Source: an optimization exercise on an open RTL-to-GDS flow (aim: a short achievable clock period and few clock cycles). Production flows keep margins and buffers that such runs may drop. Function was checked by simulation only, so behaviour that the tests miss may differ from the original. Power figures rest on the tool's default switching activity, not on a simulated workload.

==> 11-28: inputs <==
==> flow/design.v <==
`default_nettype none
`timescale 1ns/100ps
package mips_pkg;
  localparam int xlen       = 32;   
  localparam int reg_addr_w = 5;    
  localparam logic [5:0] op_rtype = 6'h00;
  localparam logic [5:0] op_beq   = 6'h04;
  localparam logic [5:0] op_bne   = 6'h05;
  localparam logic [5:0] op_addi  = 6'h08;
  localparam logic [5:0] op_addiu = 6'h09;
  localparam logic [5:0] op_ori   = 6'h0d;
  localparam logic [5:0] op_lui   = 6'h0f;
  localparam logic [5:0] op_lw    = 6'h23;
  localparam logic [5:0] op_sw    = 6'h2b;
  localparam logic [5:0] f_add  = 6'h20;
  localparam logic [5:0] f_addu = 6'h21;
  localparam logic [5:0] f_sub  = 6'h22;
  localparam logic [5:0] f_subu = 6'h23;
  localparam logic [5:0] f_and  = 6'h24;
  localparam logic [5:0] f_or   = 6'h25;
  localparam logic [5:0] f_slt  = 6'h2a;
  typedef struct packed {
    logic regwrite;    
    logic uses_rs;     
    logic uses_rt;     
    logic alusrc;      
    logic load;
    logic store;
    logic branch;
    logic branch_ne;
    logic op_add;      
    logic op_sub;
    logic op_and;
    logic op_or;
    logic op_slt;
  } ctrl_t;
endpackage
`default_nettype wire
`timescale 1ns/100ps
`default_nettype none
import mips_pkg::*;
module alu (
  input  logic [mips_pkg::xlen-1:0] a,
  input  logic [mips_pkg::xlen-1:0] b,
  input  logic                      op_add,
  input  logic                      op_sub,
  input  logic                      op_and,
  input  logic                      op_or,
  input  logic                      op_slt,
  output logic [mips_pkg::xlen-1:0] result
);
  logic [xlen-1:0] bx, sum;
  logic            less;
  assign bx   = (op_sub | op_slt) ? ~b : b;
  assign sum  = a + bx + xlen'(op_sub | op_slt);
  assign less = (a[xlen-1] ^ b[xlen-1]) ? a[xlen-1] : sum[xlen-1];
  assign result = ({xlen{op_add | op_sub}} & sum)
                | ({xlen{op_and}} & (a & b))
                | ({xlen{op_or}}  & (a | b))
                | {{(xlen-1){1'b0}}, op_slt & less};
endmodule
`default_nettype wire
`timescale 1ns/100ps
`default_nettype none
import mips_pkg::*;
module register_file (
  input  logic                            clk,
  input  logic                            reset,
  input  logic                            we,
  input  logic [mips_pkg::reg_addr_w-1:0] ra1,
  input  logic [mips_pkg::reg_addr_w-1:0] ra2,
  input  logic [mips_pkg::reg_addr_w-1:0] wa,
  input  logic [mips_pkg::xlen-1:0]       wd,
  output logic [mips_pkg::xlen-1:0]       rd1,
  output logic [mips_pkg::xlen-1:0]       rd2
);
  logic [xlen-1:0] regs [1:31];   
  always_ff @(posedge clk)
  begin
    if (reset)
    begin
      for (int i = 1; i < 32; i++)
        regs[i] <= '0;
    end
    else if (we)
      regs[wa] <= wd;   
  end
  assign rd1 = (ra1 == '0) ? '0 : (we && (wa == ra1)) ? wd : regs[ra1];
  assign rd2 = (ra2 == '0) ? '0 : (we && (wa == ra2)) ? wd : regs[ra2];
endmodule
`default_nettype wire
`timescale 1ns/100ps
`default_nettype none
import mips_pkg::*;
module hazard_unit (
  input  logic                            ex_regwrite,
  input  logic                            ex_load,
  input  logic [mips_pkg::reg_addr_w-1:0] ex_dst,
  input  logic [mips_pkg::reg_addr_w-1:0] id_rs,
  input  logic [mips_pkg::reg_addr_w-1:0] id_rt,
  input  logic                            id_uses_rs,
  input  logic                            id_uses_rt,
  input  logic                            id_alusrc,
  output logic                            fwd_a,
  output logic                            fwd_b,
  output logic                            fwd_sd,
  output logic                            stall
);
  logic hit_rs, hit_rt;
  assign hit_rs = ex_regwrite && (ex_dst == id_rs);
  assign hit_rt = ex_regwrite && (ex_dst == id_rt);
  assign fwd_a  = hit_rs;
  assign fwd_b  = hit_rt && !id_alusrc;
  assign fwd_sd = hit_rt;
  assign stall  = ex_load && ((hit_rs && id_uses_rs) || (hit_rt && id_uses_rt));
endmodule
`default_nettype wire
`timescale 1ns/100ps
`default_nettype none
import mips_pkg::*;
module control_decoder (
  input  logic [31:0]       instr,
  output mips_pkg::ctrl_t   ctrl,
  output logic [4:0]        dst,
  output logic [31:0]       imm
);
  logic [5:0] opcode, funct;
  logic [4:0] dst_raw;
  logic       wr;
  assign opcode = instr[31:26];
  assign funct  = instr[5:0];
  always_comb
  begin
    ctrl    = '0;   
    wr      = 1'b0;
    dst_raw = instr[20:16];
    case (opcode)
      op_rtype:
      begin
        dst_raw = instr[15:11];
        case (funct)
          f_add, f_addu: begin wr = 1'b1; ctrl.op_add = 1'b1; end
          f_sub, f_subu: begin wr = 1'b1; ctrl.op_sub = 1'b1; end
          f_and:         begin wr = 1'b1; ctrl.op_and = 1'b1; end
          f_or:          begin wr = 1'b1; ctrl.op_or  = 1'b1; end
          f_slt:         begin wr = 1'b1; ctrl.op_slt = 1'b1; end
          default:       ;
        endcase
        ctrl.uses_rs = wr;
        ctrl.uses_rt = wr;
      end
      op_lw:
      begin
        wr           = 1'b1;
        ctrl.uses_rs = 1'b1;
        ctrl.alusrc  = 1'b1;
        ctrl.load    = 1'b1;
        ctrl.op_add  = 1'b1;
      end
      op_sw:
      begin
        ctrl.uses_rs = 1'b1;
        ctrl.alusrc  = 1'b1;
        ctrl.store   = 1'b1;
        ctrl.op_add  = 1'b1;
      end
      op_beq, op_bne:
      begin
        ctrl.uses_rs   = 1'b1;
        ctrl.uses_rt   = 1'b1;
        ctrl.branch    = (instr[15:0] != 16'h0);   
        ctrl.branch_ne = opcode[0];
      end
      op_addi, op_addiu, op_lui:
      begin
        wr           = 1'b1;
        ctrl.uses_rs = 1'b1;
        ctrl.alusrc  = 1'b1;
        ctrl.op_add  = 1'b1;
      end
      op_ori:
      begin
        wr           = 1'b1;
        ctrl.uses_rs = 1'b1;
        ctrl.alusrc  = 1'b1;
        ctrl.op_or   = 1'b1;
      end
      default: ;
    endcase
    ctrl.regwrite = wr && (dst_raw != 5'd0);
  end
  assign dst = dst_raw;
  always_comb
  begin
    if (opcode == op_lui)
      imm = {instr[15:0], 16'h0};
    else if (opcode == op_ori)
      imm = {16'h0, instr[15:0]};
    else
      imm = {{16{instr[15]}}, instr[15:0]};
  end
endmodule
`default_nettype wire
`timescale 1ns/100ps
`default_nettype none
import mips_pkg::*;
module mips_pipeline #(
  parameter logic [mips_pkg::xlen-1:0] reset_pc = '0
) (
  input  logic                      clk,
  input  logic                      reset,
  output logic [mips_pkg::xlen-1:0] pc,
  input  logic [mips_pkg::xlen-1:0] instr,
  output logic                      memwrite,
  output logic [mips_pkg::xlen-1:0] memaddr,
  output logic [mips_pkg::xlen-1:0] memwritedata,
  input  logic [mips_pkg::xlen-1:0] memreaddata
);
  localparam int bw = 10;   
  logic            d_valid;
  logic [31:0]     d_instr;
  logic [31:0]     d_pc4;
  logic            d_pred;
  mips_pkg::ctrl_t e_ctrl;
  logic [31:0]     e_a, e_b, e_sd;
  logic            e_fa, e_fb, e_fsd;
  logic [4:0]      e_dst;
  logic [31:0]     e_alt;    
  logic            e_pred;
  logic            m_regwrite, m_load, m_store;
  logic [31:0]     m_result, m_sd;
  logic [4:0]      m_dst;
  logic [31:0]     pc_plus4, f_target;
  logic            f_pred, f_fits, f_taken_guess;
  logic [bw:0]     f_lo;
  logic [31:bw+2]  pc_hi_p1, pc_hi_m1;
  logic            redirect, stall;
  logic [31:0]     redirect_pc;
  assign pc_plus4 = pc + 32'd4;
  assign f_taken_guess = (instr[31:27] == 5'b00010) &&
                         (instr[26] ^ (instr[25:21] == instr[20:16]));
  assign f_fits = (instr[15:bw-1] == '0) || (instr[15:bw-1] == '1);
  assign f_pred = f_taken_guess && f_fits;
  assign f_lo     = {1'b0, pc[bw+1:2]} + {1'b0, instr[bw-1:0]} + (bw+1)'(1);
  assign pc_hi_p1 = pc[31:bw+2] + 1'b1;
  assign pc_hi_m1 = pc[31:bw+2] - 1'b1;
  always_comb
  begin
    case ({f_lo[bw], instr[15]})
      2'b10:   f_target[31:bw+2] = pc_hi_p1;
      2'b01:   f_target[31:bw+2] = pc_hi_m1;
      default: f_target[31:bw+2] = pc[31:bw+2];
    endcase
    f_target[bw+1:0] = {f_lo[bw-1:0], pc[1:0]};
  end
  always_ff @(posedge clk)
  begin
    if (reset)
      pc <= reset_pc;
    else if (redirect)
      pc <= redirect_pc;
    else if (!stall)
      pc <= f_pred ? f_target : pc_plus4;
  end
  always_ff @(posedge clk)
  begin
    if (!stall)
    begin
      d_valid <= 1'b1;
      d_instr <= instr;
      d_pc4   <= pc_plus4;
      d_pred  <= f_pred;
    end
    if (reset || redirect)
      d_valid <= 1'b0;
  end
  mips_pkg::ctrl_t dec_ctrl, id_ctrl;
  logic [4:0]      id_dst, id_rs, id_rt;
  logic [31:0]     id_imm, id_rs_val, id_rt_val, id_target, m_value;
  logic            id_fa, id_fb, id_fsd, hz_stall;
  assign id_rs = d_instr[25:21];
  assign id_rt = d_instr[20:16];
  control_decoder u_dec (
    .instr (d_instr),
    .ctrl  (dec_ctrl),
    .dst   (id_dst),
    .imm   (id_imm)
  );
  assign id_ctrl = d_valid ? dec_ctrl : '0;
  assign m_value = m_load ? memreaddata : m_result;
  register_file u_rf (
    .clk   (clk),
    .reset (reset),
    .we    (m_regwrite),
    .ra1   (id_rs),
    .ra2   (id_rt),
    .wa    (m_dst),
    .wd    (m_value),
    .rd1   (id_rs_val),
    .rd2   (id_rt_val)
  );
  hazard_unit u_hz (
    .ex_regwrite (e_ctrl.regwrite),
    .ex_load     (e_ctrl.load),
    .ex_dst      (e_dst),
    .id_rs       (id_rs),
    .id_rt       (id_rt),
    .id_uses_rs  (id_ctrl.uses_rs),
    .id_uses_rt  (id_ctrl.uses_rt),
    .id_alusrc   (id_ctrl.alusrc),
    .fwd_a       (id_fa),
    .fwd_b       (id_fb),
    .fwd_sd      (id_fsd),
    .stall       (hz_stall)
  );
  assign stall = hz_stall;
  assign id_target = d_pc4 + {id_imm[29:0], 2'b00};
  always_ff @(posedge clk)
  begin
    e_a    <= id_rs_val;
    e_b    <= id_ctrl.alusrc ? id_imm : id_rt_val;
    e_sd   <= id_rt_val;
    e_fa   <= id_fa;
    e_fb   <= id_fb;
    e_fsd  <= id_fsd;
    e_dst  <= id_dst;
    e_alt  <= d_pred ? d_pc4 : id_target;
    e_pred <= d_pred;
    e_ctrl <= id_ctrl;
    if (reset || redirect || stall)
      e_ctrl <= '0;   
  end
  logic [31:0] ex_a, ex_b, ex_result, ex_sd;
  logic        ex_eq, ex_taken;
  assign ex_a  = e_fa ? m_result : e_a;
  assign ex_b  = e_fb ? m_result : e_b;
  assign ex_sd = e_fsd ? m_value : e_sd;
  alu u_alu (
    .a      (ex_a),
    .b      (ex_b),
    .op_add (e_ctrl.op_add),
    .op_sub (e_ctrl.op_sub),
    .op_and (e_ctrl.op_and),
    .op_or  (e_ctrl.op_or),
    .op_slt (e_ctrl.op_slt),
    .result (ex_result)
  );
  assign ex_eq       = (ex_a == ex_b);
  assign ex_taken    = ex_eq ^ e_ctrl.branch_ne;
  assign redirect    = e_ctrl.branch && (ex_taken != e_pred);
  assign redirect_pc = e_alt;
  always_ff @(posedge clk)
  begin
    m_result   <= ex_result;
    m_sd       <= ex_sd;
    m_dst      <= e_dst;
    m_regwrite <= e_ctrl.regwrite;
    m_load     <= e_ctrl.load;
    m_store    <= e_ctrl.store;
    if (reset)
    begin
      m_regwrite <= 1'b0;
      m_load     <= 1'b0;
      m_store    <= 1'b0;
    end
  end
  assign memwrite     = m_store;
  assign memaddr      = m_result;
  assign memwritedata = m_sd;
endmodule
`default_nettype wire
==> flow/run.sh <==
#!/bin/bash
# synth_recipe.tcl (not shown) runs the flow's synth.tcl, then flattens the netlist and writes it again
# the make line also repeats each setting of config.mk as NAME=value (left out here)
make -C /OpenROAD-flow-scripts/flow DESIGN_CONFIG=/design/flow/config.mk WORK_HOME=/design/flow/orfs CLKGATE_MAP_FILE= SYNTH_SCRIPT=/design/flow/synth_recipe.tcl finish
==> flow/config.mk <==
export PLATFORM = sky130hd
export DESIGN_NAME = mips_pipeline
export DESIGN_NICKNAME = mips_pipeline
export VERILOG_FILES = /design/flow/design.v
export SDC_FILE = /design/flow/constraint.sdc
export NUM_CORES = 4
export LEC_CHECK = 0
export CAP_MARGIN = 20
export CORE_MARGIN = 2
export CORE_UTILIZATION = 40
export SLEW_MARGIN = 20
==> flow/constraint.sdc <==
create_clock -name core_clock -period 6.5 [get_ports {clk}]
set_input_delay 1.3000 -clock core_clock [delete_from_list [all_inputs] [get_ports {clk}]]
set_output_delay 1.3000 -clock core_clock [all_outputs]
set_load 0.01 [all_outputs]
==> 03-05: changes against 11-28 <==
--- a/flow/design.v
+++ b/flow/design.v
@@ -31,3 +31,3 @@
     logic op_add;      
-    logic op_sub;
+    logic op_sub;      
     logic op_and;
@@ -41,2 +41,42 @@
 import mips_pkg::*;
+module ks_adder #(
+  parameter int n      = 32,
+  parameter int levels = 5     
+) (
+  input  logic [n-1:0] a,
+  input  logic [n-1:0] b,
+  input  logic         cin,
+  output logic [n-1:0] s,
+  output logic         cout
+);
+  logic [n-1:0] p0, g0;
+  logic [n-1:0] gl [0:levels];
+  logic [n-1:0] pl [0:levels];
+  assign p0 = a ^ b;
+  assign g0 = a & b;
+  always_comb
+  begin
+    gl[0] = g0;
+    pl[0] = p0;
+    gl[0][0] = g0[0] | (p0[0] & cin);
+    for (int l = 0; l < levels; l++)
+    begin
+      for (int i = 0; i < n; i++)
+      begin
+        if (i >= (1 << l))
+        begin
+          gl[l+1][i] = gl[l][i] | (pl[l][i] & gl[l][i-(1<<l)]);
+          pl[l+1][i] = pl[l][i] & pl[l][i-(1<<l)];
+        end
+        else
+        begin
+          gl[l+1][i] = gl[l][i];
+          pl[l+1][i] = pl[l][i];
+        end
+      end
+    end
+  end
+  assign s    = p0 ^ {gl[levels][n-2:0], cin};
+  assign cout = gl[levels][n-1];
+endmodule
 module alu (
@@ -45,3 +85,3 @@
   input  logic                      op_add,
-  input  logic                      op_sub,
+  input  logic                      op_sub,    
   input  logic                      op_and,
@@ -52,7 +92,13 @@
   logic [xlen-1:0] bx, sum;
-  logic            less;
-  assign bx   = (op_sub | op_slt) ? ~b : b;
-  assign sum  = a + bx + xlen'(op_sub | op_slt);
+  logic            less, cout;
+  assign bx = op_sub ? ~b : b;
+  ks_adder #(.n(xlen)) u_add (
+    .a    (a),
+    .b    (bx),
+    .cin  (op_sub),
+    .s    (sum),
+    .cout (cout)
+  );
   assign less = (a[xlen-1] ^ b[xlen-1]) ? a[xlen-1] : sum[xlen-1];
-  assign result = ({xlen{op_add | op_sub}} & sum)
+  assign result = ({xlen{op_add}} & sum)
                 | ({xlen{op_and}} & (a & b))
@@ -84,4 +130,4 @@
     end
-    else if (we)
-      regs[wa] <= wd;   
+    else if (we && (wa != '0))
+      regs[wa] <= wd;
   end
@@ -142,6 +188,6 @@
           f_add, f_addu: begin wr = 1'b1; ctrl.op_add = 1'b1; end
-          f_sub, f_subu: begin wr = 1'b1; ctrl.op_sub = 1'b1; end
+          f_sub, f_subu: begin wr = 1'b1; ctrl.op_add = 1'b1; ctrl.op_sub = 1'b1; end
           f_and:         begin wr = 1'b1; ctrl.op_and = 1'b1; end
           f_or:          begin wr = 1'b1; ctrl.op_or  = 1'b1; end
-          f_slt:         begin wr = 1'b1; ctrl.op_slt = 1'b1; end
+          f_slt:         begin wr = 1'b1; ctrl.op_sub = 1'b1; ctrl.op_slt = 1'b1; end
           default:       ;
@@ -218,3 +264,3 @@
 );
-  localparam int bw = 10;   
+  localparam int bw = 6;    
   logic            d_valid;
@@ -229,2 +275,3 @@
   logic            e_pred;
+  logic            e_nep;    
   logic            m_regwrite, m_load, m_store;
@@ -232,25 +279,23 @@
   logic [4:0]      m_dst;
-  logic [31:0]     pc_plus4, f_target;
-  logic            f_pred, f_fits, f_taken_guess;
-  logic [bw:0]     f_lo;
-  logic [31:bw+2]  pc_hi_p1, pc_hi_m1;
+  logic [31:0]     pc_plus4;
+  logic            f_pred;
   logic            redirect, stall;
   logic [31:0]     redirect_pc;
-  assign pc_plus4 = pc + 32'd4;
-  assign f_taken_guess = (instr[31:27] == 5'b00010) &&
-                         (instr[26] ^ (instr[25:21] == instr[20:16]));
-  assign f_fits = (instr[15:bw-1] == '0) || (instr[15:bw-1] == '1);
-  assign f_pred = f_taken_guess && f_fits;
-  assign f_lo     = {1'b0, pc[bw+1:2]} + {1'b0, instr[bw-1:0]} + (bw+1)'(1);
+  assign pc_plus4 = {pc[31:2] + 30'd1, pc[1:0]};
+  logic [31:0] pc_next;
+  logic [31:bw+2] pc_hi_p1, pc_hi_m1;
   assign pc_hi_p1 = pc[31:bw+2] + 1'b1;
   assign pc_hi_m1 = pc[31:bw+2] - 1'b1;
-  always_comb
-  begin
-    case ({f_lo[bw], instr[15]})
-      2'b10:   f_target[31:bw+2] = pc_hi_p1;
-      2'b01:   f_target[31:bw+2] = pc_hi_m1;
-      default: f_target[31:bw+2] = pc[31:bw+2];
-    endcase
-    f_target[bw+1:0] = {f_lo[bw-1:0], pc[1:0]};
-  end
+  fetch_unit #(.bw(bw)) u_fetch (
+    .pc          (pc),
+    .hi_p1       (pc_hi_p1),
+    .hi_m1       (pc_hi_m1),
+    .pc_plus4    (pc_plus4),
+    .instr       (instr),
+    .redirect    (redirect),
+    .redirect_pc (redirect_pc),
+    .stall       (stall),
+    .pred        (f_pred),
+    .pc_next     (pc_next)
+  );
   always_ff @(posedge clk)
@@ -259,6 +304,4 @@
       pc <= reset_pc;
-    else if (redirect)
-      pc <= redirect_pc;
-    else if (!stall)
-      pc <= f_pred ? f_target : pc_plus4;
+    else
+      pc <= pc_next;
   end
@@ -316,3 +359,10 @@
   assign stall = hz_stall;
-  assign id_target = d_pc4 + {id_imm[29:0], 2'b00};
+  ks_adder #(.n(30), .levels(5)) u_tgt (
+    .a    (d_pc4[31:2]),
+    .b    ({{14{d_instr[15]}}, d_instr[15:0]}),
+    .cin  (1'b0),
+    .s    (id_target[31:2]),
+    .cout ()
+  );
+  assign id_target[1:0] = d_pc4[1:0];
   always_ff @(posedge clk)
@@ -328,2 +378,3 @@
     e_pred <= d_pred;
+    e_nep  <= id_ctrl.branch_ne ^ d_pred;
     e_ctrl <= id_ctrl;
@@ -347,5 +398,17 @@
   );
-  assign ex_eq       = (ex_a == ex_b);
+  logic eq_rr, eq_mr, eq_rm;
+  assign eq_rr = (e_a == e_b);
+  assign eq_mr = (m_result == e_b);
+  assign eq_rm = (e_a == m_result);
+  always_comb
+  begin
+    case ({e_fa, e_fb})
+      2'b00:   ex_eq = eq_rr;
+      2'b10:   ex_eq = eq_mr;
+      2'b01:   ex_eq = eq_rm;
+      default: ex_eq = 1'b1;   
+    endcase
+  end
   assign ex_taken    = ex_eq ^ e_ctrl.branch_ne;
-  assign redirect    = e_ctrl.branch && (ex_taken != e_pred);
+  assign redirect    = e_ctrl.branch && (ex_eq ^ e_nep);
   assign redirect_pc = e_alt;
@@ -370,2 +433,48 @@
 endmodule
+`default_nettype wire
+`timescale 1ns/100ps
+`default_nettype none
+module fetch_unit #(
+  parameter int bw = 10
+) (
+  input  logic [31:0] pc,
+  input  logic [31:bw+2] hi_p1,    
+  input  logic [31:bw+2] hi_m1,    
+  input  logic [31:0] pc_plus4,
+  input  logic [31:0] instr,
+  input  logic        redirect,
+  input  logic [31:0] redirect_pc,
+  input  logic        stall,
+  output logic        pred,
+  output logic [31:0] pc_next
+);
+  logic           taken_guess, fits;
+  logic [bw:0]    lo;
+  logic [31:0]    target;
+  logic           up, dn, same_hi;
+  logic           sel_redir, sel_hold, sel_tgt, sel_seq;
+  assign taken_guess = (instr[31:27] == 5'b00010) &&
+                       (instr[26] ^ (instr[25:21] == instr[20:16]));
+  assign fits = (instr[15:bw-1] == '0) || (instr[15:bw-1] == '1);
+  assign pred = taken_guess && fits;
+  ks_adder #(.n(bw), .levels(3)) u_lo (
+    .a    (pc[bw+1:2]),
+    .b    (instr[bw-1:0]),
+    .cin  (1'b1),
+    .s    (lo[bw-1:0]),
+    .cout (lo[bw])
+  );
+  assign up      = lo[bw] & ~instr[15];
+  assign dn      = ~lo[bw] & instr[15];
+  assign same_hi = ~(up | dn);
+  assign target  = {({(30-bw){up}} & hi_p1) | ({(30-bw){dn}} & hi_m1) |
+                    ({(30-bw){same_hi}} & pc[31:bw+2]),
+                    lo[bw-1:0], pc[1:0]};
+  assign sel_redir = redirect;
+  assign sel_hold  = ~redirect & stall;
+  assign sel_tgt   = ~redirect & ~stall & pred;
+  assign sel_seq   = ~redirect & ~stall & ~pred;
+  assign pc_next   = ({32{sel_redir}} & redirect_pc) | ({32{sel_hold}} & pc) |
+                     ({32{sel_tgt}} & target) | ({32{sel_seq}} & pc_plus4);
+endmodule
 `default_nettype wire
Settings changed: SETUP_SLACK_MARGIN from default to 4.
==> summary of the runs <==
In 11-28 the combinational power is smaller than in 03-05, by 31%. In 03-05 the flip-flop and latch count is lower than in 11-28, by 1. Of 11-28 and 03-05, 03-05 has the higher maximum frequency (gap 39%, measured against 03-05). Of 11-28 and 03-05, 03-05 has the higher wire length (gap about 17%, measured against 03-05). Of 11-28 and 03-05, 03-05 has the higher via count (gap about 13%, measured against 03-05).
Testbench counts of 11-28, summed over its fixed seeds: cycles 51,992.
Testbench counts of 03-05, summed over its fixed seeds: cycles 51,992.

==> re-timing with driven ports <==
In the flow no input, the clock included, has a driving cell. The finished layouts below were timed again as built, in two steps. Step 1: set_driving_cell puts a clkbuf_16 on clk and a buf_2 on each other input, an assumption about the parent block. Step 2 also shifts input and output timing later by t, the mid clock arrival at the registers, as if the neighbouring blocks saw the same clock. a / b / c = ideal ports / drivers / drivers and shift; a / b = the first two.
run	shift t [ns]	slack for setup (ns)	hold WS [ns]	worst data-port slew with drivers (ns)
11-28	0.877	0.882 / 0.944 / 0.068	0.342 / 0.342 / 0.342	0.14
03-05	0.886	3.062 / 3.062 / 2.442	0.354 / 0.354 / 0.354	0.40
After both steps setup and hold are still met in every run listed. For 11-28, which loses most, drivers alone change the setup slack by +0.062 ns; drivers and shift together by -0.814 ns.
